Context: an optimization exercise on an open-source flow, tuned for small area. The choices shown serve that exercise and are no tape-out recipe. In this exercise RTL edits were held to simulation tests only and were not proved equivalent to the original. Power and IR drop assume default switching activity.

--- flow/config.mk ---
export PLATFORM = sky130hd
export DESIGN_NAME = lc4_cpu
export DESIGN_NICKNAME = lc4_cpu
export VERILOG_FILES = /design/flow/design.v
export SDC_FILE = /design/flow/constraint.sdc
export NUM_CORES = 4
export LEC_CHECK = 0
export ABC_AREA = 1
export CAP_MARGIN = 20
export CORE_MARGIN = 2
export CORE_UTILIZATION = 40
export CTS_BUF_LIST = sky130_fd_sc_hd__clkbuf_8
export PLACE_DENSITY = 0.6
export SLEW_MARGIN = 20
--- flow/constraint.sdc ---
create_clock -name core_clock -period 5.2 [get_ports {gwe}]
set_input_delay 1.0400 -clock core_clock [delete_from_list [all_inputs] [get_ports {gwe}]]
set_output_delay 1.0400 -clock core_clock [all_outputs]
set_load 0.01 [all_outputs]
--- flow/design.v ---
`timescale 1ns/100ps
`timescale 1ns/100ps
`timescale 1ns/100ps
`timescale 1ns/100ps
`timescale 1ns/100ps
`timescale 1ns/100ps
`timescale 1ns/100ps
`timescale 1ns/100ps
`timescale 1ns/100ps
module lc4_cpu (
   input  logic        gwe,
   input  logic        i_arst_n,
   input  logic [15:0] i_imem_insn,
   output logic [15:0] o_imem_addr,
   input  logic [15:0] i_dmem_data,
   output logic [15:0] o_dmem_addr,
   output logic        o_dmem_we,
   output logic [15:0] o_dmem_wdata,
   output logic        o_retire_valid,
   output logic [15:0] o_retire_pc,
   output logic [15:0] o_retire_insn,
   output logic        o_retire_we,
   output logic [2:0]  o_retire_wsel,
   output logic [15:0] o_retire_data
);
   logic       init;     
   logic [2:0] ph;       
   logic       rot;      
   logic       last;
   assign last = (ph == 3'd7);
   always_ff @(posedge gwe or negedge i_arst_n) begin
      if (!i_arst_n) begin
         init <= 1'b1;
         ph   <= 3'd0;
         rot  <= 1'b0;
      end else begin
         ph <= ph + 3'd1;
         if (last) begin
            init <= 1'b0;
            rot  <= ~rot & ~init;
         end
      end
   end
   logic [15:0] insn;
   logic [3:0]  op;
   logic        is_br, is_arith, is_logic, is_ldr, is_str, is_const, is_jmp, is_jmpr;
   logic        regwe, cond, taken_rel;
   logic        nf, zf;    
   assign insn     = i_imem_insn;
   assign op       = insn[15:12];
   assign is_br    = (op == 4'b0000);
   assign is_arith = (op == 4'b0001);
   assign is_logic = (op == 4'b0101);
   assign is_ldr   = (op == 4'b0110);
   assign is_str   = (op == 4'b0111);
   assign is_const = (op == 4'b1001);
   assign is_jmp   = (op == 4'b1100);
   assign is_jmpr  = is_jmp & ~insn[11];
   assign regwe = (is_arith & (insn[5] | ~insn[3])) | is_logic | is_ldr | is_const;
   assign cond      = (insn[11] & nf) | (insn[10] & zf) | (insn[9] & ~nf & ~zf);
   assign taken_rel = (is_br & cond) | (is_jmp & insn[11]);
   logic        w5, w6, w9, sgn;
   logic [15:0] imm;
   assign w5  = is_arith | is_logic;
   assign w6  = is_ldr | is_str;
   assign w9  = is_br | is_const;
   assign sgn = w5 ? insn[4] : w6 ? insn[5] : w9 ? insn[8] : insn[10];
   always_comb begin
      imm        = {16{sgn}};
      imm[4:0]   = insn[4:0];
      if (!w5)        imm[5]    = insn[5];
      if (!w5 && !w6) imm[8:6]  = insn[8:6];
      if (!w5 && !w6 && !w9) imm[10:9] = insn[10:9];
      if (rot && !taken_rel) imm = 16'd0;
   end
   logic [15:0] rf [8];    
   logic [15:0] pc_q;      
   logic [15:0] a_q;       
   logic [15:0] b_q;       
   logic [1:0]  rs_dig, rt_dig, pc_dig, imm_dig;
   logic [2:0]  rt_sel;
   assign rt_sel  = is_str ? insn[11:9] : insn[2:0];
   assign rs_dig  = rf[insn[8:6]][1:0];
   assign rt_dig  = rf[rt_sel][1:0];
   assign pc_dig  = pc_q[{ph, 1'b0} +: 2];
   assign imm_dig = imm[{ph, 1'b0} +: 2];
   logic       sub, cin0, c_in, c_q, use_rt;
   logic [1:0] opa, opb;
   logic [2:0] sum;
   assign use_rt = ~rot & w5 & ~insn[5];
   assign sub    = ~rot & is_arith & ~insn[5] & insn[4];
   assign cin0   = rot ? ~is_jmpr : sub;
   assign c_in   = (ph == 3'd0) ? cin0 : c_q;
   assign opa    = (rot & ~is_jmpr) ? pc_dig : rs_dig;
   assign opb    = (use_rt ? rt_dig : imm_dig) ^ {2{sub}};
   assign sum    = {1'b0, opa} + {1'b0, opb} + {2'b00, c_in};
   always_ff @(posedge gwe) c_q <= sum[2];
   logic [1:0] alu, b_in, a_in;
   logic [3:0] tt;
   logic [1:0] y;
   logic       use_sum;
   assign y       = is_str ? rt_dig : opb;
   assign use_sum = ~(is_logic | is_const | is_str | is_ldr);
   always_comb begin
      if (is_logic & ~insn[5]) begin
         case (insn[4:3])
            2'b00:   tt = 4'b1000;    
            2'b01:   tt = 4'b0011;    
            2'b10:   tt = 4'b1110;    
            default: tt = 4'b0110;    
         endcase
      end else if (is_logic)
         tt = 4'b1000;                
      else if (is_ldr)
         tt = 4'b0000;                
      else
         tt = 4'b1010;                
   end
   assign alu = use_sum ? sum[1:0] : {tt[{rs_dig[1], y[1]}], tt[{rs_dig[0], y[0]}]};
   assign b_in = rot ? b_q[1:0] : alu;
   assign a_in = init ? {(ph == 3'd4) | (ph == 3'd7), 1'b0} : sum[1:0];
   logic ld_now;
   assign ld_now = rot & (ph == 3'd0) & is_ldr;
   always_ff @(posedge gwe) begin
      a_q <= {a_in, a_q[15:2]};
      b_q <= {b_in, b_q[15:2]} | ({i_dmem_data[1:0], i_dmem_data[15:2]} & {16{ld_now}});
      if (last & (rot | init))
         pc_q <= {a_in, a_q[15:2]};
   end
   always_ff @(posedge gwe) begin
      if (last & (init | (rot & regwe))) begin
         nf <= b_q[1] & ~init;
         zf <= (b_q == 16'd0) | init;
      end
   end
   logic [1:0] w_dig;
   assign w_dig = (ld_now ? i_dmem_data[1:0] : b_q[1:0]) & {2{~init}};
   always_ff @(posedge gwe) begin
      for (int k = 0; k < 8; k++) begin
         if (init | (rot & regwe & (insn[11:9] == 3'(k))))
            rf[k] <= {w_dig, rf[k][15:2]};
         else
            rf[k] <= {rf[k][1:0], rf[k][15:2]};
      end
   end
   assign o_imem_addr    = pc_q;
   assign o_dmem_addr    = a_q;
   assign o_dmem_wdata   = b_q;
   assign o_dmem_we      = ~init & rot & (ph == 3'd0) & is_str;
   assign o_retire_valid = ~init & rot & last;
   assign o_retire_pc    = pc_q;
   assign o_retire_insn  = insn;
   assign o_retire_we    = regwe;
   assign o_retire_wsel  = insn[11:9];
   assign o_retire_data  = {b_q[1:0], b_q[15:2]};
endmodule
--- flow/flow/run.sh ---
#!/bin/bash
# Layout: the standard flow (standard.sh) with two changes:
#  - the port buffers are sky130_fd_sc_hd__buf_1 (BUFFER_PORTS_ARGS);
#  - clock tree synthesis inserts no dummy loads (CTS_ARGS);
#  - synthesis maps the logic with flow/abc.script in place of ORFS's abc
#    script. It is synth_recipe.tcl with a wrapper around yosys abc that swaps
#    the -script argument; everything else in synthesis, registers included,
#    is as synth_recipe.tcl makes it.
# Each tool's output goes to a log in this folder: synth_tcl.log (the script),
# standard.log (make and every ORFS step; ORFS's own per-step logs are under orfs/logs).
set -euo pipefail
here=$(pwd)
export BUFFER_PORTS_ARGS="-buffer_cell sky130_fd_sc_hd__buf_1"
export MY_ABC_SCRIPT="$here/flow/abc.script"
export CTS_ARGS="-sink_clustering_enable -repair_clock_nets -buf_list sky130_fd_sc_hd__clkbuf_8 -dont_use_dummy_load"
{
  head -n 1 synth_recipe.tcl
  cat <<'TCL'
proc abc {args} {
  set i [lsearch -exact $args -script]
  if {$i >= 0} {
    set args [lreplace $args $i [expr {$i + 1}] -script $::env(MY_ABC_SCRIPT)]
  }
  yosys abc {*}$args
}
TCL
  tail -n +2 synth_recipe.tcl
} > my_synth.tcl
cp my_synth.tcl synth_tcl.log
sed "s#SYNTH_SCRIPT=[^ ]*#SYNTH_SCRIPT=$here/my_synth.tcl#" standard.sh > my_standard.sh
grep -q "SYNTH_SCRIPT=$here/my_synth.tcl" my_standard.sh
bash my_standard.sh > standard.log 2>&1
--- flow/flow/abc.script ---
strash; dch; amap; topo; stime -c
--- flow/standard.sh ---
#!/bin/bash
# synth_recipe.tcl (not shown) runs the flow's synth.tcl, then flattens the netlist and writes it again
# the make line also repeats each setting of config.mk as NAME=value (left out here)
make -C /OpenROAD-flow-scripts/flow DESIGN_CONFIG=/design/flow/config.mk WORK_HOME=/design/flow/orfs CLKGATE_MAP_FILE= SYNTH_SCRIPT=/design/flow/synth_recipe.tcl "${@:-finish}"
==> results of run 1 <==
## report_power, final
part | switching [mW] | internal, mW
combinational | 0.219 | 0.132
clock | 0.389 | 0.289
sequential | 0.0808 | 1.56
total | 0.689 | 1.98
## cell families (layout without fill, tap and decap cells)
kind of cell	count (synthesis)	count (layout)
flip-flops	184	184
AO/OA/AOI/OAI	104	104
adder cells (fa/ha/maj)	5	5
AND/OR/NAND/NOR	110	110
buffers and inverters	110	217
## cell usage in the layout (no fill, tap or decap), types with 3 or more instances in the layout
master,count
dfxtp_1,161
buf_1,135
clkinv_1,59
nor2_1,40
o22ai_1,28
nand2_1,26
edfxtp_1,18
o21ai_0,17
clkbuf_8,17
nand3_1,15
a21o_1,14
nor3_1,12
a22oi_1,9
o221ai_1,9
a21oi_1,7
buf_4,6
o32ai_1,5
nor4_1,5
dfrtp_1,4
or2_0,3
or3_1,3
nor2b_1,3
o32a_1,3
ha_1,3
## worst max-delay path by stage
| stage | start | to | slack, ns |
|---|---|---|---|
| floorplan | i_imem_insn[15] | b_q[15] | 0.53 |
| global placement | i_imem_insn[13] | b_q[15] | 0.29 |
| detailed placement | i_imem_insn[13] | b_q[15] | 0.16 |
| CTS | i_imem_insn[13] | b_q[15] | 0.60 |
| global route | i_imem_insn[13] | b_q[15] | 0.09 |
| finish | i_imem_insn[13] | b_q[15] | 0.48 |
## per-layer routing
metal | track usage | up-vias | share of wire
met5 | 0 | - | 0
met3 | 0.0615 | 14 | 0.073
li1 | - | 1926 | -
met1 | 0.196 | 1863 | 0.44
met4 | 0.0463 | 0 | 0.012
met2 | 0.259 | 160 | 0.48
## worst max-delay path: stages
cell and delay [ns]:
buf_1 0.15, clkinv_1 0.13, nor2_1 0.21, clkinv_1 0.11
nor2_1 0.14, clkinv_1 0.18, o22ai_1 0.31, clkinv_1 0.23
nand3_1 0.16, o22ai_1 0.09, or4_1 0.53, o22ai_1 0.21
o22ai_1 0.12, nor2_1 0.10, a21oi_1 0.07, fa_1 0.42
clkinv_1 0.06, fa_1 0.42, nor2_1 0.12, a21oi_1 0.05
o221ai_1 0.19
## layout make-up
type                            count  area (um2)
Timing Repair Buffer              141         552
Tap cell                          180         225
Clock buffer                       17         234
Fill cell                        1345        7570
Multi-Input combinational cell    219        1290
Inverter                           59         221
Sequential cell                   184        3890
## through the flow
| stage | util | area (um2) | hold slack [ns] | power, mW | cells |
|---|---|---|---|---|---|
| finish | 0.458 | 6410 | 0.308 | 2.67 | 800 |
| global route | 0.458 | 6410 | 0.310 | 2.81 | 800 |
| CTS | 0.458 | 6410 | 0.309 | 2.70 | 800 |
| detailed placement | 0.442 | 6180 | 0.312 | 2.02 | 783 |
| global placement | 0.442 | 6180 | 0.310 | 2.02 | 783 |
| floorplan | - | 5780 | 0.310 | 1.93 | 513 |
## state kept, by name, indices dropped and copies added (netlist names)
register	count
rf	128
a_q	16
b_q	16
pc_q	16
ph	3
c_q	1
init	1
nf	1
rot	1
zf	1
==> summary.txt, run 1 <==
status=timing/DRC/antenna clean; Clock Skew=0.0261 ns; CTS Hold Bufs=0; most used flip-flop cell after synthesis=dfxtp_1; HP Class=flip-flop to flip-flop; Yosys cell types=35; Worst Hold Path EP=rf[0][1]; nets=661; post-layout minimum cycle time=roughly 4.7 ns; Mapped Nets=between 500 and 600; Leakage=2.46 nW; worst-margin pin slew=0.952 ns; simple-gate share of the synthesized area=0.0848; Clock transition at path regs=about 0.08 ns; crit end category=flip-flop; vias in the first global route=3689; GRT Total Usage=0.159; final worst path period share=0.907; synthesis-to-finish area growth=10.9%; Synth top cells by count=dfxtp_1 (161), clkinv_1 (59), buf_4 (51); CP required=5.54 ns; main combinational cell family by area after synthesis=compound AO/OA/AOI/OAI gates; Ys Warns=2; number of synthesized flops with an enable pin=18; worst slack, placed=0.164 ns; Synth Area in Compound Gates=0.124; Synth area leaders=dfxtp_1 (56%), edfxtp_1 (9.3%), buf_4 (6.6%); multiplexer share of the synthesized area=0; Max Slew Vio Count=0; WP data arrival=a little over 5 ns; post-route ant nets=0; CTS tree=done; share of cells above drive strength 1=0.0403; top-count cell post-synth=dfxtp_1; Register-to-Register Setup Slack=1.67 ns; Fmax achieved=0.212 GHz; worst reg2reg path depth=13; Ports=136; Hold Path Depth=0; Post-Synth XOR/XNOR Area=0; critical path class=input pin to flip-flop; final hold violation count=0; Final HPWL DP=between 9000 and 10000 um; clk buf depth=2; antenna violations before repair=0; H-tree levels=4; first-pass GRT wire length=18800 um; CTS Root Cell=clkbuf_8; largest net degree at the start of global routing=18; setup ws final=0.484 ns; CTS sink cnt=roughly 180; Seq cells post-synth=184; critical register-to-register path startpoint=ph[0]; sequential element share of the synthesized area=0.673; Clk Latency, worst-skew pair=0.44 ns; die area=15400 um2; final setup fails=0; Slew HR=0.365; Resized cells post-CTS=0; gr ovfl total=0; Synth Area in Adders=0.0134; setup bufs post-CTS=0; Site Rows=43; Cells after Synth=513; mapped cell area=between 5000 and 6000 um2; Die W=124 um; Port Buf Inserts=135; CP startpoint kind=input pin; number of DRC markers in iteration 0=322; RSZ-0062 raised after global routing=false; CTS Buf Count=17; maximum VDD drop=0.309 mV; Cell Pwr Density=~420 nW/um2; Vias/cell=4.95; initial core utilization=0.413; HP Start=rf[0][3]; drt first pass iters=5; reg2reg end=b_q[15]; Post-route DRC=0; n_diodes=0; Setup TNS=0 ns; Synth top area share=0.557; chip height=124 um; Core ar.=14000 um2; crit path max fanout=5; Routed Wire Length=12100 um; routed via count=3963; max-cap violations=0; WL/cell=15.1 um; Avg Inst Size Synth=11.3 um2; post-synth top area cell=dfxtp_1; asr flop ratio synth=0.0272; routability cong.=0.893
==> inputs of run 2 (changes only) <==
--- a/flow/flow/run.sh
+++ b/flow/flow/run.sh
@@ -1,7 +1,6 @@
 #!/bin/bash
 # Layout: the standard flow (standard.sh) with two changes:
 #  - the port buffers are sky130_fd_sc_hd__buf_1 (BUFFER_PORTS_ARGS);
-#  - clock tree synthesis inserts no dummy loads (CTS_ARGS);
 #  - synthesis maps the logic with flow/abc.script in place of ORFS's abc
 #    script. It is synth_recipe.tcl with a wrapper around yosys abc that swaps
 #    the -script argument; everything else in synthesis, registers included,
@@ -12,7 +11,6 @@
 here=$(pwd)
 export BUFFER_PORTS_ARGS="-buffer_cell sky130_fd_sc_hd__buf_1"
 export MY_ABC_SCRIPT="$here/flow/abc.script"
-export CTS_ARGS="-sink_clustering_enable -repair_clock_nets -buf_list sky130_fd_sc_hd__clkbuf_8 -dont_use_dummy_load"
 {
   head -n 1 synth_recipe.tcl
   cat <<'TCL'
==> summary.txt, run 2 <==
Synth top area share=0.557 (unchanged); final worst path period share=0.901 (was 0.907); Site Rows=43 (unchanged); Ys Warns=2 (unchanged); most used flip-flop cell after synthesis=dfxtp_1 (unchanged); drt first pass iters=5 (unchanged); reg2reg end=b_q[15] (unchanged); met1 wire length=5340 um (was 5290 um); WP data arrival=5.05 ns (about the same); Avg Inst Size Synth=11.3 um2 (unchanged); maximum VDD drop=0.342 mV (was 0.309 mV); worst slack, placed=0.164 ns (unchanged); CTS tree=done (unchanged); Port Buf Inserts=135 (unchanged); CP startpoint kind=input pin (unchanged); Die W=124 um (unchanged); Vias/cell=4.86 (was 4.95); CP required=5.56 ns (was 5.54 ns); routed via count=3963 (unchanged); Resized cells post-CTS=0 (unchanged); Synth area leaders=dfxtp_1 (56%), edfxtp_1 (9.3%), buf_4 (6.6%) (unchanged); Clock transition at path regs=0.09 ns (was 0.08 ns); HP Start=rf[4][9] (was rf[0][3]); Post-route DRC=0 (unchanged); metal3 WL=862 um (was 883 um); crit end category=flip-flop (unchanged); slowest cell on the critical path=or4_1 (unchanged); setup ws final=0.515 ns (was 0.484 ns); Clock Skew=0.0100 ns (was 0.0261 ns); Ports=136 (unchanged); CTS Hold Bufs=0 (unchanged); Cell Pwr Density=439 nW/um2 (was 416 nW/um2); number of DRC markers in iteration 0=305 (was 322); post-synth top area cell=dfxtp_1 (unchanged); mapped cell area=5780 um2 (unchanged); crit path max fanout=5 (unchanged); nets=661 (unchanged); critical register-to-register path startpoint=ph[0] (unchanged); asr flop ratio synth=0.0272 (unchanged); initial core utilization=0.413 (unchanged); worst-margin pin slew=0.945 ns (was 0.952 ns); Setup TNS=0 ns (unchanged); first-pass GRT wire length=18900 um (was 18800 um); Fmax achieved=0.213 GHz (was 0.212 GHz); clk buf depth=2 (unchanged); RSZ-0062 raised after global routing=false (unchanged); post-route ant nets=0 (unchanged); highest metal used=met4 (unchanged); placed instance count=783 (unchanged); CTS sink cnt=184 (unchanged); Synth top cells by count=dfxtp_1 (161), clkinv_1 (59), buf_4 (51) (unchanged); vias in the first global route=3716 (was 3689); Final HPWL DP=9150 um (unchanged); Hold Path Depth=0 (unchanged); post-layout minimum cycle time=4.69 ns (was 4.72 ns); synthesis-to-finish area growth=13.4% (was 10.9%); HP Class=flip-flop to flip-flop (unchanged); status=timing/DRC/antenna clean (unchanged); Cells after Synth=513 (unchanged); Max Slew Vio Count=0 (unchanged); setup bufs post-CTS=0 (unchanged); top-count cell post-synth=dfxtp_1 (unchanged); H-tree levels=4 (unchanged); GRT Total Usage=0.160 (was 0.159); Routed Wire Length=12200 um (was 12100 um); Mapped Nets=552 (unchanged); slowest stage delay, CP=0.53 ns (about the same); max FFs per register=128 (unchanged); final hold violation count=0 (unchanged); final setup fails=0 (unchanged); Seq cells post-synth=184 (unchanged); Slew HR=0.370 (was 0.365); worst reg2reg path depth=13 (unchanged); Critical Path, Cell by Cell=buf_1 > clkinv_1 > nor2_1 > clkinv_1 > nor2_1 > clkinv_1 > o22ai_1 > clkinv_1 > nand3_1 > o22ai_1 > or4_1 > o22ai_1 > o22ai_1 > nor2_1 > a21oi_1 > fa_1 > clkinv_1 > fa_1 > nor2_1 > a21oi_1 > o221ai_1 (unchanged); share of cells above drive strength 1=0.0614 (was 0.0403); die area=15400 um2 (unchanged); CTS Root Cell=clkbuf_8 (unchanged); CTS Buf Count=17 (unchanged); Register-to-Register Setup Slack=1.69 ns (was 1.67 ns); Post-Layout Cell Count=815 (was 800); Yosys cell types=35 (unchanged); n_diodes=0 (unchanged); largest net degree at the start of global routing=18 (unchanged); sequential element share of the synthesized area=0.673 (unchanged); chip height=124 um (unchanged); antenna violations before repair=0 (unchanged); commonest cells after routing, fill and taps aside=dfxtp_1 (161), buf_1 (135), clkinv_1 (59), nor2_1 (40), o22ai_1 (28) (unchanged); critical path class=input pin to flip-flop (unchanged); number of synthesized flops with an enable pin=18 (unchanged); most common cell after layout, fill and taps aside=dfxtp_1 (unchanged); crit-path most repeated cell=clkinv_1 (unchanged); Leakage=2.53 nW (was 2.46 nW); largest reg by FF count=rf (unchanged); max-cap violations=0 (unchanged); Clk Latency, worst-skew pair=0.45 ns (was 0.44 ns); Core ar.=14000 um2 (unchanged); Worst Hold Path EP=rf[4][7] (was rf[0][1]); gr ovfl total=0 (unchanged); met2 wire length=5810 um (was 5780 um); routability cong.=0.893 (unchanged); WL/cell=14.9 um (was 15.1 um)
run 2: cell counts after synthesis:
No cell type changed its count.
run 2: worst max-delay path by stage:
stage / start / to / cells past startpoint / slack (ns)
after global routing: i_imem_insn[13] / b_q[15] / 21 / 0.11
after floorplan: i_imem_insn[15] / b_q[15] / 21 / 0.53
after detailed placement: i_imem_insn[13] / b_q[15] / 21 / 0.16
after global placement: i_imem_insn[13] / b_q[15] / 21 / 0.29
final: i_imem_insn[13] / b_q[15] / 21 / 0.51
after CTS: i_imem_insn[13] / b_q[15] / 21 / 0.62
run 2: area by class of cell:
type	count	area (um2)
Timing Repair Buffer	141	552
Clock inverter	13	116
Inverter	59	221
Clock buffer	19	262
Fill cell	1330	7430
Tap cell	180	225
Sequential cell	184	3890
Multi-Input combinational cell	219	1290
run 2: power breakdown:
part / internal, mW / switching [mW]
Combinational: 0.132 / 0.219
Clock: 0.408 / 0.479
Sequential: 1.56 / 0.0811
Total: 2.10 / 0.779
run 2: cell families (layout without fill, tap and decap cells):
logic type / Yosys count / count (layout) / synth area share
buffers and inverters: 110 / 232 / 0.105
adders and majority gates: 5 / 5 / 0.0134
DFF: 184 / 184 / 0.673
and+or+nand+nor: 110 / 110 / 0.0848
AOI/OAI and AO/OA: 104 / 104 / 0.124
run 2: per-layer routing:
metal  GRT usage  vias to the layer above
li1            -                     1936
met1       0.197                     1860
met2       0.260                      151
met3      0.0564                       16
met4      0.0582                        0
met5           0                        -
run 2: metrics by stage:
| stage | utilization | power (mW) | area [um2] | hold slack, ns |
|---|---|---|---|---|
| after CTS | 0.469 | 2.91 | 6560 | 0.328 |
| after detailed placement | 0.442 | 2.02 | 6180 | 0.312 |
| after floorplan | - | 1.93 | 5780 | 0.310 |
| after global placement | 0.442 | 2.02 | 6180 | 0.310 |
| after global routing | 0.469 | 3.02 | 6560 | 0.330 |
| final | 0.469 | 2.88 | 6560 | 0.326 |
run 2: critical path: cells and delay by family:
kind | cells | cell delay, ns
adders and majority gates | 2 | 0.85
AOI/OAI and AO/OA | 7 | 1.05
buffers and inverters | 6 | 0.85
and+or+nand+nor | 6 | 1.26
==> inputs of run 3 (changes only) <==
--- a/flow/flow/run.sh
+++ b/flow/flow/run.sh
@@ -1,6 +1,7 @@
 #!/bin/bash
-# Layout: the standard flow (standard.sh) with two changes:
+# Layout: the standard flow (standard.sh) with these changes:
 #  - the port buffers are sky130_fd_sc_hd__buf_1 (BUFFER_PORTS_ARGS);
+#  - clock tree synthesis inserts no dummy loads (CTS_ARGS);
 #  - synthesis maps the logic with flow/abc.script in place of ORFS's abc
 #    script. It is synth_recipe.tcl with a wrapper around yosys abc that swaps
 #    the -script argument; everything else in synthesis, registers included,
@@ -11,6 +12,7 @@
 here=$(pwd)
 export BUFFER_PORTS_ARGS="-buffer_cell sky130_fd_sc_hd__buf_1"
 export MY_ABC_SCRIPT="$here/flow/abc.script"
+export CTS_ARGS="-sink_clustering_enable -repair_clock_nets -buf_list sky130_fd_sc_hd__clkbuf_8 -sink_clustering_size 25 -dont_use_dummy_load"
 {
   head -n 1 synth_recipe.tcl
   cat <<'TCL'
==> summary.txt, run 3 <==
WP data arrival=5.05 ns (about the same); CTS sink cnt=184 (unchanged); synthesis-to-finish area growth=10.9% (was 13.4%); worst-margin pin slew=0.952 ns (was 0.945 ns); Register-to-Register Setup Slack=1.67 ns (was 1.69 ns); post-layout minimum cycle time=4.72 ns (was 4.69 ns); number of synthesized flops with an enable pin=18 (unchanged); Max Slew Vio Count=0 (unchanged); post-layout power=2.67 mW (was 2.88 mW); antenna violations before repair=0 (unchanged); gr ovfl total=0 (unchanged); final worst path period share=0.907 (was 0.901); routed via count=3963 (unchanged); H-tree levels=4 (unchanged); drt first pass iters=5 (unchanged); GRT Total Usage=0.159 (was 0.160); CTS Buf Count=17 (unchanged); Seq cells post-synth=184 (unchanged); Slew HR=0.365 (was 0.370); Setup TNS=0 ns (unchanged); Clk Latency, worst-skew pair=0.44 ns (was 0.45 ns); number of DRC markers in iteration 0=322 (was 305); largest net degree at the start of global routing=18 (unchanged); setup bufs post-CTS=0 (unchanged); crit end category=flip-flop (unchanged); Post-route DRC=0 (unchanged); routability cong.=0.893 (unchanged); mapped cell area=5780 um2 (unchanged); Final HPWL DP=9150 um (unchanged); Synth top area share=0.557 (unchanged); vias in the first global route=3689 (was 3716); most used flip-flop cell after synthesis=dfxtp_1 (unchanged); critical path class=input pin to flip-flop (unchanged); status=timing/DRC/antenna clean (unchanged); HP Class=flip-flop to flip-flop (unchanged); Ys Warns=2 (unchanged); Yosys cell types=35 (unchanged); top-count cell post-synth=dfxtp_1 (unchanged); Cell Pwr Density=416 nW/um2 (was 439 nW/um2); Clock Skew=0.0261 ns (was 0.0100 ns); Synth area leaders=dfxtp_1 (56%), edfxtp_1 (9.3%), buf_4 (6.6%) (unchanged); Core ar.=14000 um2 (unchanged); final instance area=6410 um2 (was 6560 um2); crit path max fanout=5 (unchanged); final setup fails=0 (unchanged); Fmax achieved=0.212 GHz (was 0.213 GHz); Die W=124 um (unchanged); Synth top cells by count=dfxtp_1 (161), clkinv_1 (59), buf_4 (51) (unchanged); Cells after Synth=513 (unchanged); Leakage=2.46 nW (was 2.53 nW); chip height=124 um (unchanged); Port Buf Inserts=135 (unchanged); initial core utilization=0.413 (unchanged); post-route ant nets=0 (unchanged); maximum VDD drop=0.309 mV (was 0.342 mV); Ports=136 (unchanged); most common cell after layout, fill and taps aside=dfxtp_1 (unchanged); nets=661 (unchanged); Mapped Nets=552 (unchanged); n_diodes=0 (unchanged); first-pass GRT wire length=18800 um (was 18900 um); RSZ-0062 raised after global routing=false (unchanged); Site Rows=43 (unchanged); CTS Hold Bufs=0 (unchanged); Vias/cell=4.95 (was 4.86); largest reg by FF count=rf (unchanged); sequential element share of the synthesized area=0.673 (unchanged); Clock transition at path regs=0.08 ns (was 0.09 ns); Resized cells post-CTS=0 (unchanged); CTS tree=done (unchanged); die area=15400 um2 (unchanged); CP required=5.54 ns (was 5.56 ns); asr flop ratio synth=0.0272 (unchanged); max-cap violations=0 (unchanged); CP startpoint kind=input pin (unchanged); max FFs per register=128 (unchanged); WL/cell=15.1 um (was 14.9 um); CTS Root Cell=clkbuf_8 (unchanged); final hold violation count=0 (unchanged); post-synth top area cell=dfxtp_1 (unchanged); placed cell areas=6180 um2 (unchanged); Avg Inst Size Synth=11.3 um2 (unchanged); share of cells above drive strength 1=0.0403 (was 0.0614); clk buf depth=2 (unchanged); hold slack=0.308 ns (was 0.326 ns); Routed Wire Length=12100 um (was 12200 um); commonest cells after routing, fill and taps aside=dfxtp_1 (161), buf_1 (135), clkinv_1 (59), nor2_1 (40), o22ai_1 (28) (unchanged)
[run 3: kinds of logic (layout without fill, tap and decap cells)]
logic type | count (synthesis) | after routing | synth area share
buffers and inverters | 110 | 217 | 0.105
DFF | 184 | 184 | 0.673
adders and majority gates | 5 | 5 | 0.0134
AOI/OAI and AO/OA | 104 | 104 | 0.124
and+or+nand+nor | 110 | 110 | 0.0848
[run 3: power by group]
part / internal [mW] / switching (mW)
Sequential: 1.56 / 0.0808
Clock: 0.289 / 0.389
Combinational: 0.132 / 0.219
Total: 1.98 / 0.689
[run 3: final cells by class]
type	count	area (um2)
clock buffers	17	234
fillers	1345	7570
inverters	59	221
multi-input cells	219	1290
flip-flops and latches	184	3890
well taps	180	225
repair buffers	141	552
[run 3: path summary, 6_finish.rpt]
kind	startpoint	to	cells past startpoint
min in group asynchronous	i_arst_n	ph[1]	1
worst min-delay path	rf[0][3]	rf[0][1]	0
worst max register to register	ph[0]	b_q[15]	13
max in group asynchronous	i_arst_n	init	1
worst min register to register	rf[0][3]	rf[0][1]	0
worst max-delay path	i_imem_insn[13]	b_q[15]	21
[run 3: per-stage QoR]
step | setup WS, ns | util | instances
after floorplan | 0.529 | - | 513
after global placement | 0.291 | 0.442 | 783
after detailed placement | 0.164 | 0.442 | 783
after CTS | 0.596 | 0.458 | 800
after global routing | 0.0930 | 0.458 | 800
final | 0.484 | 0.458 | 800
[run 3: routing by layer]
metal / global-route usage / vias to the layer above / wire [um]
met3: 0.0615 / 14 / 883
met1: 0.196 / 1863 / 5290
met5: 0 / - / 0
met2: 0.259 / 160 / 5780
met4: 0.0463 / 0 / 150
li1: - / 1926 / -
[run 3: worst max-delay path: stages]
cell,delay [ns]
buf_1,0.15
clkinv_1,0.13
nor2_1,0.21
clkinv_1,0.11
nor2_1,0.14
clkinv_1,0.18
o22ai_1,0.31
clkinv_1,0.23
nand3_1,0.16
o22ai_1,0.09
or4_1,0.53
o22ai_1,0.21
o22ai_1,0.12
nor2_1,0.10
a21oi_1,0.07
fa_1,0.42
clkinv_1,0.06
fa_1,0.42
nor2_1,0.12
a21oi_1,0.05
o221ai_1,0.19
==> inputs of run 4 (changes only) <==
--- a/flow/flow/run.sh
+++ b/flow/flow/run.sh
@@ -12,7 +12,7 @@
 here=$(pwd)
 export BUFFER_PORTS_ARGS="-buffer_cell sky130_fd_sc_hd__buf_1"
 export MY_ABC_SCRIPT="$here/flow/abc.script"
-export CTS_ARGS="-sink_clustering_enable -repair_clock_nets -buf_list sky130_fd_sc_hd__clkbuf_8 -sink_clustering_size 25 -dont_use_dummy_load"
+export CTS_ARGS="-sink_clustering_enable -repair_clock_nets -buf_list sky130_fd_sc_hd__clkbuf_16 -sink_clustering_size 30 -dont_use_dummy_load"
 {
   head -n 1 synth_recipe.tcl
   cat <<'TCL'
==> summary.txt, run 4 <==
routability cong.=0.893 (unchanged); Avg Inst Size Synth=11.3 um2 (unchanged); initial core utilization=0.413 (unchanged); worst-margin pin slew=0.942 ns (was 0.952 ns); commonest cells after routing, fill and taps aside=dfxtp_1 (161), buf_1 (135), clkinv_1 (59), nor2_1 (40), o22ai_1 (28) (unchanged); CTS Hold Bufs=0 (unchanged); Vias/cell=4.97 (was 4.95); Clock transition at path regs=0.06 ns (was 0.08 ns); Max Slew Vio Count=0 (unchanged); Mapped Nets=552 (unchanged); Ys Warns=2 (unchanged); clk buf depth=2 (unchanged); Fmax achieved=0.210 GHz (was 0.212 GHz); Leakage=2.54 nW (was 2.46 nW); routed via count=3976 (was 3963); gr ovfl total=0 (unchanged); hold slack=0.315 ns (was 0.308 ns); antenna violations before repair=0 (unchanged); worst slack, placed=0.164 ns (unchanged); Slew HR=0.372 (was 0.365); CTS tree=done (unchanged); CTS Buf Count=17 (unchanged); Ports=136 (unchanged); Die W=124 um (unchanged); WL/cell=15.2 um (was 15.1 um); Site Rows=43 (unchanged); drt first pass iters=5 (unchanged); max FFs per register=128 (unchanged); Synth area leaders=dfxtp_1 (56%), edfxtp_1 (9.3%), buf_4 (6.6%) (unchanged); mapped cell area=5780 um2 (unchanged); synthesis-to-finish area growth=14.2% (was 10.9%); crit end category=flip-flop (unchanged); Post-route DRC=0 (unchanged); WP data arrival=5.07 ns (was 5.05 ns); final setup fails=0 (unchanged); critical path class=input pin to flip-flop (unchanged); GRT Total Usage=0.159 (about the same); most common cell after layout, fill and taps aside=dfxtp_1 (unchanged); CP required=5.52 ns (was 5.54 ns); Core ar.=14000 um2 (unchanged); n_diodes=0 (unchanged); final hold violation count=0 (unchanged); Clk Latency, worst-skew pair=0.42 ns (was 0.44 ns); RSZ-0062 raised after global routing=false (unchanged); CTS Root Cell=clkbuf_16 (was clkbuf_8); largest reg by FF count=rf (unchanged); Synth top cells by count=dfxtp_1 (161), clkinv_1 (59), buf_4 (51) (unchanged); CP startpoint kind=input pin (unchanged); final worst path period share=0.914 (was 0.907); Port Buf Inserts=135 (unchanged); Setup TNS=0 ns (unchanged); asr flop ratio synth=0.0272 (unchanged); Yosys cell types=35 (unchanged); status=timing/DRC/antenna clean (unchanged); post-synth top area cell=dfxtp_1 (unchanged); largest net degree at the start of global routing=18 (unchanged); number of DRC markers in iteration 0=340 (was 322); Cell Pwr Density=452 nW/um2 (was 416 nW/um2); number of synthesized flops with an enable pin=18 (unchanged); Resized cells post-CTS=0 (unchanged); CTS sink cnt=184 (unchanged); HP Class=flip-flop to flip-flop (unchanged); nets=661 (unchanged); Cells after Synth=513 (unchanged); H-tree levels=4 (unchanged); vias in the first global route=3693 (was 3689); post-layout minimum cycle time=4.75 ns (was 4.72 ns); Seq cells post-synth=184 (unchanged); top-count cell post-synth=dfxtp_1 (unchanged); die area=15400 um2 (unchanged); post-route ant nets=0 (unchanged); chip height=124 um (unchanged); setup ws final=0.448 ns (was 0.484 ns); sequential element share of the synthesized area=0.673 (unchanged); Routed Wire Length=12100 um (about the same); Final HPWL DP=9150 um (unchanged); share of cells above drive strength 1=0.0403 (unchanged); max-cap violations=0 (unchanged); Synth top area share=0.557 (unchanged); setup bufs post-CTS=0 (unchanged); most used flip-flop cell after synthesis=dfxtp_1 (unchanged); crit path max fanout=5 (unchanged); maximum VDD drop=0.330 mV (was 0.309 mV); Clock Skew=0.0124 ns (was 0.0261 ns); first-pass GRT wire length=18900 um (was 18800 um)
==> run 4: per-layer routing <==
| metal | part of all wire | global-route usage | routed length, um |
|---|---|---|---|
| met2 | 0.47 | 0.261 | 5760 |
| met4 | 0.020 | 0.0621 | 248 |
| met3 | 0.058 | 0.0448 | 709 |
| met5 | 0 | 0 | 0 |
| met1 | 0.45 | 0.199 | 5420 |
==> run 4: final timing paths <==
path | endpoint | slack (ns) | from | cells after the start
max | b_q[15] | 0.45 | i_imem_insn[13] | 21
min | rf[0][1] | 0.31 | rf[0][3] | 0
max reg2reg | b_q[15] | 1.70 | ph[0] | 13
min reg2reg | rf[0][1] | 0.31 | rf[0][3] | 0
max in group asynchronous | init | 4.46 | i_arst_n | 1
min in group asynchronous | ph[1] | 0.46 | i_arst_n | 1
==> run 4: kinds of logic (layout without fill, tap and decap cells) <==
group / Yosys count / in the layout / synth area share
AOI/OAI and AO/OA: 104 / 104 / 0.124
adders and majority gates: 5 / 5 / 0.0134
buffers and inverters: 110 / 217 / 0.105
DFF: 184 / 184 / 0.673
and+or+nand+nor: 110 / 110 / 0.0848
==> run 4: cell type report <==
| class | instances | area (um2) |
|---|---|---|
| Fill cell | 1318 | 7380 |
| Sequential cell | 184 | 3890 |
| Multi-Input combinational cell | 219 | 1290 |
| Timing Repair Buffer | 141 | 552 |
| Clock buffer | 17 | 425 |
| Tap cell | 180 | 225 |
| Inverter | 59 | 221 |
==> run 4: where the power goes <==
| group | total [mW] | internal, mW | switching, mW |
|---|---|---|---|
| Clock | 0.992 | 0.567 | 0.426 |
| Combinational | 0.352 | 0.132 | 0.220 |
| Sequential | 1.64 | 1.56 | 0.0811 |
==> run 4: through the flow <==
step / power (mW) / utilization / std cells / area [um2]
6_report: 2.99 / 0.472 / 800 / 6610
2_1_floorplan: 1.93 / - / 513 / 5780
4_1_cts: 3.02 / 0.472 / 800 / 6610
5_1_grt: 3.13 / 0.472 / 800 / 6610
3_5_place_dp: 2.02 / 0.442 / 783 / 6180
3_3_place_gp: 2.02 / 0.442 / 783 / 6180
==> run 4: worst max-delay path: stages <==
cell and delay (ns):
buf_1 0.14, clkinv_1 0.12, nor2_1 0.22, clkinv_1 0.11
nor2_1 0.16, clkinv_1 0.19, o22ai_1 0.33, clkinv_1 0.24
nand3_1 0.14, o22ai_1 0.09, or4_1 0.54, o22ai_1 0.21
o22ai_1 0.12, nor2_1 0.10, a21oi_1 0.07, fa_1 0.42
clkinv_1 0.06, fa_1 0.42, nor2_1 0.12, a21oi_1 0.05
o221ai_1 0.19
==> inputs of run 5 (changes only) <==
--- a/flow/flow/run.sh
+++ b/flow/flow/run.sh
@@ -12,7 +12,7 @@
 here=$(pwd)
 export BUFFER_PORTS_ARGS="-buffer_cell sky130_fd_sc_hd__buf_1"
 export MY_ABC_SCRIPT="$here/flow/abc.script"
-export CTS_ARGS="-sink_clustering_enable -repair_clock_nets -buf_list sky130_fd_sc_hd__clkbuf_16 -sink_clustering_size 30 -dont_use_dummy_load"
+export CTS_ARGS="-sink_clustering_enable -repair_clock_nets -buf_list {sky130_fd_sc_hd__clkbuf_4 sky130_fd_sc_hd__clkbuf_8} -root_buf sky130_fd_sc_hd__clkbuf_8 -sink_clustering_buffer sky130_fd_sc_hd__clkbuf_4 -sink_buffer_max_cap_derate 0.5 -dont_use_dummy_load"
 {
   head -n 1 synth_recipe.tcl
   cat <<'TCL'
==> summary.txt, run 5 <==
status=timing/DRC/antenna clean (unchanged); clock share of power=0.254 (was 0.332); Clock transition at path regs=0.08 ns (was 0.06 ns); Leakage=2.46 nW (was 2.54 nW); highest metal used=met4 (unchanged); met1 wire length=5290 um (was 5420 um); hold slack=0.308 ns (was 0.315 ns); asr flop ratio synth=0.0272 (unchanged); Final HPWL DP=9150 um (unchanged); Clk Latency, worst-skew pair=0.44 ns (was 0.42 ns); Clock Skew=0.0261 ns (was 0.0124 ns); H-tree levels=4 (unchanged); HP Start=rf[0][3] (unchanged); Core ar.=14000 um2 (unchanged); GRT Total Usage=0.159 (about the same); Die W=124 um (unchanged); Cell Int Power=1.98 mW (was 2.26 mW); commonest cells after routing, fill and taps aside=dfxtp_1 (161), buf_1 (135), clkinv_1 (59), nor2_1 (40), o22ai_1 (28) (unchanged); Switching Power=689 uW (was 727 uW); maximum VDD drop=0.309 mV (was 0.330 mV); largest net degree at the start of global routing=18 (unchanged); setup bufs post-CTS=0 (unchanged); Ys Warns=2 (unchanged); Sw Ratio=0.258 (was 0.243); post-route ant nets=0 (unchanged); Mapped Nets=552 (unchanged); Post-Synth XOR/XNOR Area=0 (unchanged); fillers=1345 (was 1318); most common cell after layout, fill and taps aside=dfxtp_1 (unchanged); top-count cell post-synth=dfxtp_1 (unchanged); multiplexer share of the synthesized area=0 (unchanged); CTS Hold Bufs=0 (unchanged); Cell Pwr Density=416 nW/um2 (was 452 nW/um2); vias in the first global route=3689 (was 3693); Synth top area share=0.557 (unchanged); max-cap violations=0 (unchanged); sequential element share of the synthesized area=0.673 (unchanged); reg2reg end=b_q[15] (unchanged); Routed Wire Length=12100 um (about the same); final setup fails=0 (unchanged); simple-gate share of the synthesized area=0.0848 (unchanged); Cells after Synth=513 (unchanged); critical path class=input pin to flip-flop (unchanged); Post-route DRC=0 (unchanged); CP startpoint kind=input pin (unchanged); Vias/cell=4.95 (was 4.97); post-layout power=2.67 mW (was 2.99 mW); n_diodes=0 (unchanged); routed via count=3963 (was 3976); HP Class=flip-flop to flip-flop (unchanged); CTS Root Cell=clkbuf_8 (was clkbuf_16); CTS Buf Count=17 (unchanged); combinational power share=0.132 (was 0.118); met2 wire length=5780 um (was 5760 um); number of synthesized flops with an enable pin=18 (unchanged); setup ws final=0.484 ns (was 0.448 ns); mapped cell area=5780 um2 (unchanged); antenna violations before repair=0 (unchanged); Max Slew Vio Count=0 (unchanged); crit end category=flip-flop (unchanged); nets=661 (unchanged); gr ovfl total=0 (unchanged); Worst Hold Path EP=rf[0][1] (unchanged); Synth area leaders=dfxtp_1 (56%), edfxtp_1 (9.3%), buf_4 (6.6%) (unchanged); WL/cell=15.1 um (was 15.2 um); largest reg by FF count=rf (unchanged); initial core utilization=0.413 (unchanged); Port Buf Inserts=135 (unchanged); Post-Layout Cell Count=800 (unchanged); Synth Area in Adders=0.0134 (unchanged); Resized cells post-CTS=0 (unchanged); share of cells above drive strength 1=0.0403 (unchanged); WP data arrival=5.05 ns (was 5.07 ns); Slew HR=0.365 (was 0.372); CTS sink cnt=184 (unchanged); Synth top cells by count=dfxtp_1 (161), clkinv_1 (59), buf_4 (51) (unchanged); CTS tree=done (unchanged); Seq cells post-synth=184 (unchanged); routability cong.=0.893 (unchanged); max FFs per register=128 (unchanged); synthesis-to-finish area growth=10.9% (was 14.2%); final worst path period share=0.907 (was 0.914); CP required=5.54 ns (was 5.52 ns); clk buf depth=2 (unchanged); Fmax achieved=0.212 GHz (was 0.210 GHz); Hold Path Depth=0 (unchanged); metal3 WL=883 um (was 709 um); main combinational cell family by area after synthesis=compound AO/OA/AOI/OAI gates (unchanged); placed instance count=783 (unchanged); Ports=136 (unchanged); worst reg2reg path depth=13 (unchanged); post-layout minimum cycle time=4.72 ns (was 4.75 ns); Avg Inst Size Synth=11.3 um2 (unchanged); crit path max fanout=5 (unchanged); first-pass GRT wire length=18800 um (was 18900 um); Site Rows=43 (unchanged); die area=15400 um2 (unchanged); RSZ-0062 raised after global routing=false (unchanged); number of DRC markers in iteration 0=322 (was 340); post-synth top area cell=dfxtp_1 (unchanged); final hold violation count=0 (unchanged); drt first pass iters=5 (unchanged); Setup TNS=0 ns (unchanged); most used flip-flop cell after synthesis=dfxtp_1 (unchanged); chip height=124 um (unchanged); worst slack, placed=0.164 ns (unchanged); Register-to-Register Setup Slack=1.67 ns (was 1.70 ns); Yosys cell types=35 (unchanged); worst-margin pin slew=0.952 ns (was 0.942 ns); Reg power frac=0.614 (was 0.550); Synth Area in Compound Gates=0.124 (unchanged); critical register-to-register path startpoint=ph[0] (unchanged)
[run 5: cell count changes in the layout (fill, tap and decap cells not counted)]
cell	previous run	this run
clkbuf_16	17	0
clkbuf_8	0	17
[run 5: worst max-delay path, stage by stage]
cell	delay [ns]
buf_1	0.15
clkinv_1	0.13
nor2_1	0.21
clkinv_1	0.11
nor2_1	0.14
clkinv_1	0.18
o22ai_1	0.31
clkinv_1	0.23
nand3_1	0.16
o22ai_1	0.09
or4_1	0.53
o22ai_1	0.21
o22ai_1	0.12
nor2_1	0.10
a21oi_1	0.07
fa_1	0.42
clkinv_1	0.06
fa_1	0.42
nor2_1	0.12
a21oi_1	0.05
o221ai_1	0.19
[run 5: worst max-delay path by stage]
stage,start,to,cells after the start
after floorplan,i_imem_insn[15],b_q[15],21
after global placement,i_imem_insn[13],b_q[15],21
after detailed placement,i_imem_insn[13],b_q[15],21
after CTS,i_imem_insn[13],b_q[15],21
after global routing,i_imem_insn[13],b_q[15],21
final,i_imem_insn[13],b_q[15],21
[run 5: layout make-up]
cell class                      instances  area [um2]  share of cell area
Timing Repair Buffer                  141         552              0.0860
Tap cell                              180         225              0.0351
Sequential cell                       184        3890               0.607
Clock buffer                           17         234              0.0365
Inverter                               59         221              0.0345
Multi-Input combinational cell        219        1290               0.201
[run 5: kinds of logic after synthesis]
family / Yosys count
compound gates: 104
fa+ha+maj: 5
buf+inv: 110
flops: 184
simple gates: 110
[run 5: power by group through the flow]
| stage | registers (mW) | logic, mW | clock network [mW] |
|---|---|---|---|
| finish | 1.64 | 0.351 | 0.678 |
| CTS | 1.64 | 0.352 | 0.708 |
| global placement | 1.67 | 0.353 | 0 |
| detailed placement | 1.67 | 0.349 | 0 |
| floorplan | 1.68 | 0.245 | 0 |
| global route | 1.66 | 0.383 | 0.768 |
[run 5: routing by layer]
metal / track usage / vias to the layer above
met3: 0.0615 / 14
met2: 0.259 / 160
met4: 0.0463 / 0
met5: 0 / -
met1: 0.196 / 1863
li1: - / 1926
[run 5: per-stage QoR]
step	util	instance area (um2)
global placement	0.442	6180
finish	0.458	6410
CTS	0.458	6410
detailed placement	0.442	6180
floorplan	-	5780
global route	0.458	6410
==> inputs of run 6 (changes only) <==
--- a/flow/flow/run.sh
+++ b/flow/flow/run.sh
@@ -12,7 +12,7 @@
 here=$(pwd)
 export BUFFER_PORTS_ARGS="-buffer_cell sky130_fd_sc_hd__buf_1"
 export MY_ABC_SCRIPT="$here/flow/abc.script"
-export CTS_ARGS="-sink_clustering_enable -repair_clock_nets -buf_list {sky130_fd_sc_hd__clkbuf_4 sky130_fd_sc_hd__clkbuf_8} -root_buf sky130_fd_sc_hd__clkbuf_8 -sink_clustering_buffer sky130_fd_sc_hd__clkbuf_4 -sink_buffer_max_cap_derate 0.5 -dont_use_dummy_load"
+export CTS_ARGS="-sink_clustering_enable -repair_clock_nets -buf_list sky130_fd_sc_hd__clkbuf_8 -dont_use_dummy_load"
 {
   head -n 1 synth_recipe.tcl
   cat <<'TCL'
--- a/flow/config.mk
+++ b/flow/config.mk
@@ -8,7 +8,7 @@
 export ABC_AREA = 1
 export CAP_MARGIN = 20
 export CORE_MARGIN = 2
-export CORE_UTILIZATION = 40
+export CORE_UTILIZATION = 60
 export CTS_BUF_LIST = sky130_fd_sc_hd__clkbuf_8
-export PLACE_DENSITY = 0.6
+export PLACE_DENSITY = 0.75
 export SLEW_MARGIN = 20
==> summary.txt, run 6 <==
status=timing/DRC/antenna clean (unchanged); Vias/cell=5.38 (was 4.95); CP endpoint=b_q[15] (unchanged); WP data arrival=5.07 ns (was 5.05 ns); chip height=102 um (was 124 um); clock share of power=0.253 (was 0.254); worst-margin pin slew=0.999 ns (was 0.952 ns); antenna violations before repair=0 (unchanged); final setup fails=0 (unchanged); Final HPWL DP=8630 um (was 9150 um); post-synth top area cell=dfxtp_1 (unchanged); Clk Latency, worst-skew pair=0.44 ns (about the same); first-pass GRT wire length=17800 um (was 18800 um); worst reg2reg path depth=13 (unchanged); largest reg by FF count=rf (unchanged); crit end category=flip-flop (unchanged); Setup TNS=0 ns (unchanged); fillers=743 (was 1345); CP required=5.54 ns (about the same); Synth top area share=0.557 (unchanged); CTS Buf Count=17 (unchanged); WL/cell=15.3 um (was 15.1 um); most common cell after layout, fill and taps aside=dfxtp_1 (unchanged); most used flip-flop cell after synthesis=dfxtp_1 (unchanged); vias in the first global route=3606 (was 3689); Core ar.=9280 um2 (was 14000 um2); Slew HR=0.327 (was 0.365); share of cells above drive strength 1=0.0405 (was 0.0403); Fmax achieved=0.211 GHz (was 0.212 GHz); critical register-to-register path startpoint=ph[0] (unchanged); top-count cell post-synth=dfxtp_1 (unchanged); maximum VDD drop=0.277 mV (was 0.309 mV); Routed Wire Length=11400 um (was 12100 um); crit path max fanout=5 (unchanged); synthesis-to-finish area growth=9.82% (was 10.9%); die area=10400 um2 (was 15400 um2); Critical Path, Cell by Cell=buf_1 > clkinv_1 > nor2_1 > clkinv_1 > nor2_1 > clkinv_1 > o22ai_2 > clkinv_1 > nand3_1 > o22ai_1 > or4_1 > o22ai_1 > o22ai_1 > nor2_1 > a21oi_1 > fa_1 > clkinv_1 > fa_1 > nor2_1 > a21oi_1 > o221ai_1 (was buf_1 > clkinv_1 > nor2_1 > clkinv_1 > nor2_1 > clkinv_1 > o22ai_1 > clkinv_1 > nand3_1 > o22ai_1 > or4_1 > o22ai_1 > o22ai_1 > nor2_1 > a21oi_1 > fa_1 > clkinv_1 > fa_1 > nor2_1 > a21oi_1 > o221ai_1); final hold violation count=0 (unchanged); area of the multi-input gates=1310 um2 (was 1290 um2); slowest cell on the critical path=or4_1 (unchanged); max FFs per register=128 (unchanged); combinational power share=0.130 (was 0.132); Avg Inst Size Synth=11.3 um2 (unchanged); routed via count=4019 (was 3963); gr ovfl total=0 (unchanged); Cell Pwr Density=418 nW/um2 (was 416 nW/um2); CTS tree=done (unchanged); nets=659 (was 661); Seq cells post-synth=184 (unchanged); Worst Setup SP=i_imem_insn[13] (unchanged); drt first pass iters=5 (unchanged); Ys Warns=2 (unchanged); Cells after Synth=513 (unchanged); max-cap violations=0 (unchanged); CTS Hold Bufs=0 (unchanged); Ports=136 (unchanged); number of synthesized flops with an enable pin=18 (unchanged); Synth area leaders=dfxtp_1 (56%), edfxtp_1 (9.3%), buf_4 (6.6%) (unchanged); setup bufs post-CTS=0 (unchanged); Site Rows=35 (was 43); mapped cell area=5780 um2 (unchanged); reg2reg end=b_q[15] (unchanged); Mapped Nets=552 (unchanged); final worst path period share=0.910 (was 0.907); Resized cells post-CTS=0 (unchanged); Clock Skew=0.0233 ns (was 0.0261 ns); largest net degree at the start of global routing=18 (unchanged); asr flop ratio synth=0.0272 (unchanged); number of DRC markers in iteration 0=418 (was 322); H-tree levels=4 (unchanged); Yosys cell types=35 (unchanged); Clock transition at path regs=0.09 ns (was 0.08 ns); critical path class=input pin to flip-flop (unchanged); RSZ-0062 raised after global routing=false (unchanged); Die W=102 um (was 124 um); routability cong.=0.923 (was 0.893); Post-route DRC=0 (unchanged); CTS sink cnt=184 (unchanged); slowest stage delay, CP=0.50 ns (was 0.53 ns); Leakage=2.45 nW (was 2.46 nW); commonest cells after routing, fill and taps aside=dfxtp_1 (161), buf_1 (135), clkinv_1 (59), nor2_1 (40), nand2_1 (26) (was dfxtp_1 (161), buf_1 (135), clkinv_1 (59), nor2_1 (40), o22ai_1 (28)); clk buf depth=2 (unchanged); sequential element share of the synthesized area=0.673 (unchanged); Synth top cells by count=dfxtp_1 (161), clkinv_1 (59), buf_4 (51) (unchanged); Hold Path Depth=0 (unchanged); GRT Total Usage=0.227 (was 0.159); CP startpoint kind=input pin (unchanged); Cell Int Power=1.98 mW (about the same); post-route ant nets=0 (unchanged); Max Slew Vio Count=0 (unchanged); register area=3890 um2 (unchanged); Reg power frac=0.616 (was 0.614); Sw Ratio=0.255 (was 0.258); n_diodes=0 (unchanged); initial core utilization=0.623 (was 0.413); Register-to-Register Setup Slack=1.63 ns (was 1.67 ns); post-layout minimum cycle time=4.73 ns (was 4.72 ns); Switching Power=678 uW (was 689 uW); HP Class=flip-flop to flip-flop (unchanged); CTS Root Cell=clkbuf_8 (unchanged); crit-path most repeated cell=clkinv_1 (unchanged); hold slack=0.307 ns (was 0.308 ns); Port Buf Inserts=135 (unchanged)
==> run 6: cell counts after synthesis <==
No cell type changed its count.
==> run 6: critical path: cells and delay by family <==
kind                       cells  cell delay [ns]
and+or+nand+nor                6             1.24
AOI/OAI and AO/OA              7             1.03
buffers and inverters          6             0.89
adders and majority gates      2             0.85
==> run 6: cell families after synthesis <==
logic type                 share of synthesized area
DFF                                            0.673
AOI/OAI and AO/OA                              0.124
and+or+nand+nor                               0.0848
adders and majority gates                     0.0134
buffers and inverters                          0.105
==> run 6: through the flow <==
stage,utilization,worst slack (ns),cells,area (um2),total power [mW]
after detailed placement,0.657,0.0720,730,6100,2.01
after global routing,0.684,0.0753,747,6350,2.79
after floorplan,-,0.529,513,5780,1.93
after global placement,0.657,0.356,730,6100,2.00
after CTS,0.682,0.531,747,6330,2.68
final,0.684,0.469,747,6350,2.65
==> run 6: how the worst min path moves through the flow <==
stage	startpoint	end	slack, ns
after floorplan	rf[0][2]	rf[0][0]	0.31
after global placement	rf[7][9]	rf[7][7]	0.31
after detailed placement	rf[0][2]	rf[0][0]	0.31
after CTS	rf[7][14]	rf[7][12]	0.31
after global routing	rf[7][14]	rf[7][12]	0.30
final	rf[7][14]	rf[7][12]	0.31
==> run 6: final cells by class <==
type,count,area share
multi-input cells,219,0.206
clock buffers,17,0.0368
well taps,129,0.0254
inverters,59,0.0349
repair buffers,139,0.0845
flip-flops and latches,184,0.613
==> run 6: power by group through the flow <==
| stage | Clock [mW] | Combinational, mW | Sequential [mW] |
|---|---|---|---|
| floorplan | 0 | 0.245 | 1.68 |
| global placement | 0 | 0.339 | 1.66 |
| detailed placement | 0 | 0.342 | 1.67 |
| CTS | 0.696 | 0.344 | 1.64 |
| global route | 0.752 | 0.383 | 1.65 |
| finish | 0.673 | 0.346 | 1.64 |
==> run 6: routing by layer <==
metal | track usage | up-vias | wire, um
met3 | 0.0657 | 28 | 960
met5 | 0 | - | 0
met4 | 0.0810 | 0 | 189
met1 | 0.321 | 1850 | 5270
met2 | 0.337 | 216 | 5000
li1 | - | 1925 | -
==> inputs of run 7 (changes only) <==
--- a/flow/config.mk
+++ b/flow/config.mk
@@ -8,7 +8,7 @@
 export ABC_AREA = 1
 export CAP_MARGIN = 20
 export CORE_MARGIN = 2
-export CORE_UTILIZATION = 60
+export CORE_UTILIZATION = 40
 export CTS_BUF_LIST = sky130_fd_sc_hd__clkbuf_8
-export PLACE_DENSITY = 0.75
+export PLACE_DENSITY = 0.6
 export SLEW_MARGIN = 20
==> summary.txt, run 7 <==
post-route ant nets=0 (unchanged); worst slack, placed=0.164 ns (was 0.0720 ns); largest reg by FF count=rf (unchanged); setup bufs post-CTS=0 (unchanged); Synth Area in Compound Gates=0.124 (unchanged); max-cap violations=0 (unchanged); Die W=124 um (was 102 um); Ports=136 (unchanged); Clk Latency, worst-skew pair=0.44 ns (about the same); Slew HR=0.365 (was 0.327); mapped cell area=5780 um2 (unchanged); Synth area leaders=dfxtp_1 (56%), edfxtp_1 (9.3%), buf_4 (6.6%) (unchanged); most common cell after layout, fill and taps aside=dfxtp_1 (unchanged); Critical Path, Cell by Cell=buf_1 > clkinv_1 > nor2_1 > clkinv_1 > nor2_1 > clkinv_1 > o22ai_1 > clkinv_1 > nand3_1 > o22ai_1 > or4_1 > o22ai_1 > o22ai_1 > nor2_1 > a21oi_1 > fa_1 > clkinv_1 > fa_1 > nor2_1 > a21oi_1 > o221ai_1 (was buf_1 > clkinv_1 > nor2_1 > clkinv_1 > nor2_1 > clkinv_1 > o22ai_2 > clkinv_1 > nand3_1 > o22ai_1 > or4_1 > o22ai_1 > o22ai_1 > nor2_1 > a21oi_1 > fa_1 > clkinv_1 > fa_1 > nor2_1 > a21oi_1 > o221ai_1); critical path class=input pin to flip-flop (unchanged); clk buf depth=2 (unchanged); GRT Total Usage=0.159 (was 0.227); die area=15400 um2 (was 10400 um2); final worst path period share=0.907 (was 0.910); CTS Buf Count=17 (unchanged); post-synth top area cell=dfxtp_1 (unchanged); final setup fails=0 (unchanged); HP Class=flip-flop to flip-flop (unchanged); top-count cell post-synth=dfxtp_1 (unchanged); WL/cell=15.1 um (was 15.3 um); Synth top cells by count=dfxtp_1 (161), clkinv_1 (59), buf_4 (51) (unchanged); Cells after Synth=513 (unchanged); gr ovfl total=0 (unchanged); setup ws final=0.484 ns (was 0.469 ns); Yosys cell types=35 (unchanged); worst-margin pin slew=0.952 ns (was 0.999 ns); slowest stage delay, CP=0.53 ns (was 0.50 ns); Avg Inst Size Synth=11.3 um2 (unchanged); Clock transition at path regs=0.08 ns (was 0.09 ns); slowest cell on the critical path=or4_1 (unchanged); Final HPWL DP=9150 um (was 8630 um); Synth top area share=0.557 (unchanged); max FFs per register=128 (unchanged); status=timing/DRC/antenna clean (unchanged); Fmax achieved=0.212 GHz (was 0.211 GHz); post-layout minimum cycle time=4.72 ns (was 4.73 ns); final instance area=6410 um2 (was 6350 um2); Vias/cell=4.95 (was 5.38); routability cong.=0.893 (was 0.923); crit-path most repeated cell=clkinv_1 (unchanged); largest net degree at the start of global routing=18 (unchanged); CTS Root Cell=clkbuf_8 (unchanged); Max Slew Vio Count=0 (unchanged); main combinational cell family by area after synthesis=compound AO/OA/AOI/OAI gates (unchanged); initial core utilization=0.413 (was 0.623); number of synthesized flops with an enable pin=18 (unchanged); Site Rows=43 (was 35); n_diodes=0 (unchanged); crit end category=flip-flop (unchanged); drt first pass iters=5 (unchanged); Core ar.=14000 um2 (was 9280 um2); Seq cells post-synth=184 (unchanged); Port Buf Inserts=135 (unchanged); Setup TNS=0 ns (unchanged); final hold violation count=0 (unchanged); routed via count=3963 (was 4019); share of cells above drive strength 1=0.0403 (was 0.0405); Register-to-Register Setup Slack=1.67 ns (was 1.63 ns); post-layout power=2.67 mW (was 2.65 mW); Mapped Nets=552 (unchanged); simple-gate share of the synthesized area=0.0848 (unchanged); CTS tree=done (unchanged); Cell Pwr Density=416 nW/um2 (was 418 nW/um2); commonest cells after routing, fill and taps aside=dfxtp_1 (161), buf_1 (135), clkinv_1 (59), nor2_1 (40), o22ai_1 (28) (was dfxtp_1 (161), buf_1 (135), clkinv_1 (59), nor2_1 (40), nand2_1 (26)); Finished Core Util=0.458 (was 0.684); vias in the first global route=3689 (was 3606); Ys Warns=2 (unchanged); RSZ-0062 raised after global routing=false (unchanged); CP startpoint kind=input pin (unchanged); maximum VDD drop=0.309 mV (was 0.277 mV); CP required=5.54 ns (about the same); Resized cells post-CTS=0 (unchanged); nets=661 (was 659); crit path max fanout=5 (unchanged); CP Buf/Inv Count=6 (unchanged); most used flip-flop cell after synthesis=dfxtp_1 (unchanged); multiplexer share of the synthesized area=0 (unchanged); chip height=124 um (was 102 um); Synth Area in Adders=0.0134 (unchanged); Routed Wire Length=12100 um (was 11400 um); H-tree levels=4 (unchanged); Post-route DRC=0 (unchanged); number of DRC markers in iteration 0=322 (was 418); Clock Skew=0.0261 ns (was 0.0233 ns); placed cell areas=6180 um2 (was 6100 um2); asr flop ratio synth=0.0272 (unchanged); delay-heaviest family, CP=simple AND/OR/NAND/NOR gates (unchanged); CTS Hold Bufs=0 (unchanged); Leakage=2.46 nW (was 2.45 nW); synthesis-to-finish area growth=10.9% (was 9.82%); sequential element share of the synthesized area=0.673 (unchanged); first-pass GRT wire length=18800 um (was 17800 um); Post-Synth XOR/XNOR Area=0 (unchanged); antenna violations before repair=0 (unchanged); CTS sink cnt=184 (unchanged); WP data arrival=5.05 ns (was 5.07 ns)
[run 7: cell counts after synthesis]
Identical to the previous run, type by type.
[run 7: worst paths after layout]
| path | start | end | cells after the start |
|---|---|---|---|
| max | i_imem_insn[13] | b_q[15] | 21 |
| min | rf[0][3] | rf[0][1] | 0 |
| max reg2reg | ph[0] | b_q[15] | 13 |
| min reg2reg | rf[0][3] | rf[0][1] | 0 |
| max in group asynchronous | i_arst_n | init | 1 |
| min in group asynchronous | i_arst_n | ph[1] | 1 |
[run 7: final cells by class]
| class | instances | area, um2 |
|---|---|---|
| multi-input cells | 219 | 1290 |
| fillers | 1345 | 7570 |
| clock buffers | 17 | 234 |
| well taps | 180 | 225 |
| flip-flops and latches | 184 | 3890 |
| repair buffers | 141 | 552 |
| inverters | 59 | 221 |
[run 7: stage by stage]
| stage | cells | hold WS, ns |
|---|---|---|
| after floorplan | 513 | 0.310 |
| after global placement | 783 | 0.310 |
| after detailed placement | 783 | 0.312 |
| after CTS | 800 | 0.309 |
| after global routing | 800 | 0.310 |
| final | 800 | 0.308 |
[run 7: metal layers]
layer / vias up / GRT usage / wire [um]
met3: 14 / 0.0615 / 883
li1: 1926 / - / -
met4: 0 / 0.0463 / 150
met2: 160 / 0.259 / 5780
met5: - / 0 / 0
met1: 1863 / 0.196 / 5290
[run 7: kinds of logic after synthesis]
group	after synthesis
compound gates	104
fa+ha+maj	5
buf+inv	110
flops	184
simple gates	110
[run 7: report_power, final]
part,internal [mW],total (mW),switching [mW]
combinational,0.132,0.351,0.219
sequential,1.56,1.64,0.0808
clock,0.289,0.678,0.389
total,1.98,2.67,0.689
==> inputs of run 8 (changes only) <==
==> flow/flow/abc.script (replaced) <==
strash; dch -f; amap -m; topo; stime -c
==> summary.txt, run 8 <==
placed cell areas=6160 um2 (was 6180 um2); worst slack, placed=0.0483 ns (was 0.164 ns); CTS Hold Bufs=0 (unchanged); Core ar.=14000 um2 (unchanged); CP startpoint kind=input pin (unchanged); Max Slew Vio Count=0 (unchanged); max FFs per register=128 (unchanged); Final HPWL DP=8950 um (was 9150 um); H-tree levels=4 (unchanged); most common cell after layout, fill and taps aside=dfxtp_1 (unchanged); final hold violation count=0 (unchanged); maximum VDD drop=0.217 mV (was 0.309 mV); mapped cell area=5760 um2 (was 5780 um2); Reg power frac=0.617 (was 0.614); chip height=124 um (about the same); Resized cells post-CTS=0 (unchanged); nets=662 (was 661); asr flop ratio synth=0.0272 (unchanged); critical register-to-register path startpoint=ph[0] (unchanged); clk buf depth=2 (unchanged); routability cong.=0.889 (was 0.893); Leakage=2.43 nW (was 2.46 nW); Ys Warns=2 (unchanged); synthesis-to-finish area growth=11.3% (was 10.9%); number of DRC markers in iteration 0=214 (was 322); final setup fails=0 (unchanged); final instance area=6410 um2 (about the same); max-cap violations=0 (unchanged); Synth area leaders=dfxtp_1 (56%), edfxtp_1 (9.4%), buf_4 (6.6%) (was dfxtp_1 (56%), edfxtp_1 (9.3%), buf_4 (6.6%)); CTS tree=done (unchanged); Port Buf Inserts=135 (unchanged); Worst Hold Path EP=rf[7][12] (was rf[0][1]); Sw Ratio=0.255 (was 0.258); Post-route DRC=0 (unchanged); drt first pass iters=5 (unchanged); status=timing/DRC/antenna clean (unchanged); Avg Inst Size Synth=11.2 um2 (was 11.3 um2); clock share of power=0.256 (was 0.254); Die W=124 um (about the same); Cells after Synth=514 (was 513); commonest cells after routing, fill and taps aside=dfxtp_1 (161), buf_1 (135), clkinv_1 (57), nor2_1 (39), o22ai_1 (32) (was dfxtp_1 (161), buf_1 (135), clkinv_1 (59), nor2_1 (40), o22ai_1 (28)); RSZ-0062 raised after global routing=false (unchanged); Cell Int Power=1.97 mW (was 1.98 mW); first-pass GRT wire length=18000 um (was 18800 um); setup ws final=0.455 ns (was 0.484 ns); worst-margin pin slew=0.913 ns (was 0.952 ns); largest net degree at the start of global routing=18 (unchanged); Site Rows=43 (unchanged); WP data arrival=5.08 ns (was 5.05 ns); HP Start=rf[7][14] (was rf[0][3]); Mapped Nets=553 (was 552); n_diodes=0 (unchanged); largest reg by FF count=rf (unchanged); Fmax achieved=0.211 GHz (was 0.212 GHz); Synth top area share=0.559 (was 0.557); Vias/cell=4.80 (was 4.95); routed via count=3847 (was 3963); GRT met3 Usage=0.0426 (was 0.0615); final worst path period share=0.913 (was 0.907); WL/cell=14.8 um (was 15.1 um); CP required=5.53 ns (was 5.54 ns); top-count cell post-synth=dfxtp_1 (unchanged); Hold Path Depth=0 (unchanged); initial core utilization=0.412 (was 0.413); Slew HR=0.391 (was 0.365); Clock Skew=0.0351 ns (was 0.0261 ns); die area=15400 um2 (about the same); Register-to-Register Setup Slack=1.50 ns (was 1.67 ns); CTS Buf Count=17 (unchanged); gr ovfl total=0 (unchanged); GRT Total Usage=0.157 (was 0.159)
[run 8: cell count changes after synthesis, sizes merged, moves of 4 or more]
cell	previous run	this run
nand2	26	19
o21ai	17	22
nor4	5	9
o32ai	5	1
a22oi	9	3
o22ai	28	35
a21oi	8	23
nor3	12	7
[run 8: cell families (layout without fill, tap and decap cells)]
| kind of cell | after synthesis | count (layout) | synth area share |
|---|---|---|---|
| compound gates | 118 | 118 | 0.131 |
| simple gates | 99 | 99 | 0.0768 |
| fa+ha+maj | 5 | 5 | 0.0135 |
| flops | 184 | 184 | 0.675 |
| buf+inv | 108 | 215 | 0.104 |
[run 8: routing by layer]
metal	part of all wire	up-vias
met5	0	-
met4	0.019	0
met3	0.047	20
met2	0.50	125
met1	0.44	1773
li1	-	1929
[run 8: cell type report]
class	count	area, um2
Fill cell	1334	7570
Tap cell	180	225
Clock buffer	17	234
Timing Repair Buffer	141	552
Sequential cell	184	3890
Multi-Input combinational cell	222	1300
Inverter	57	214
[run 8: worst max path at each step]
stage,start,end,slack [ns]
after floorplan,i_imem_insn[14],b_q[15],0.53
after global placement,i_imem_insn[14],b_q[15],0.26
after detailed placement,i_imem_insn[14],b_q[15],0.05
after CTS,i_imem_insn[14],b_q[15],0.48
after global routing,i_imem_insn[14],b_q[15],0.004
final,i_imem_insn[14],b_q[15],0.45
[run 8: worst max-delay path: stages]
cell,delay [ns]
buf_1,0.14
clkinv_1,0.16
nor3_1,0.31
clkinv_1,0.20
nor2_1,0.17
clkinv_1,0.21
o22ai_2,0.29
clkinv_1,0.18
nand3_1,0.13
o22ai_1,0.09
nor4_1,0.31
o21ai_0,0.18
a21oi_1,0.21
o21ai_0,0.17
fa_1,0.44
clkinv_1,0.06
fa_1,0.42
nor2_1,0.12
a21oi_1,0.05
o221ai_1,0.17
[run 8: through the flow]
step | util | hold WS, ns | std cells
3_5_place_dp | 0.441 | 0.312 | 784
4_1_cts | 0.457 | 0.299 | 801
5_1_grt | 0.459 | 0.299 | 801
2_1_floorplan | - | 0.310 | 514
6_report | 0.459 | 0.299 | 801
3_3_place_gp | 0.441 | 0.310 | 784
[run 8: power groups by stage]
| stage | clock network, mW | logic [mW] | registers [mW] |
|---|---|---|---|
| finish | 0.679 | 0.337 | 1.63 |
| global route | 0.765 | 0.374 | 1.65 |
| CTS | 0.708 | 0.339 | 1.64 |
| detailed placement | 0 | 0.336 | 1.67 |
| global placement | 0 | 0.338 | 1.66 |
| floorplan | 0 | 0.234 | 1.68 |
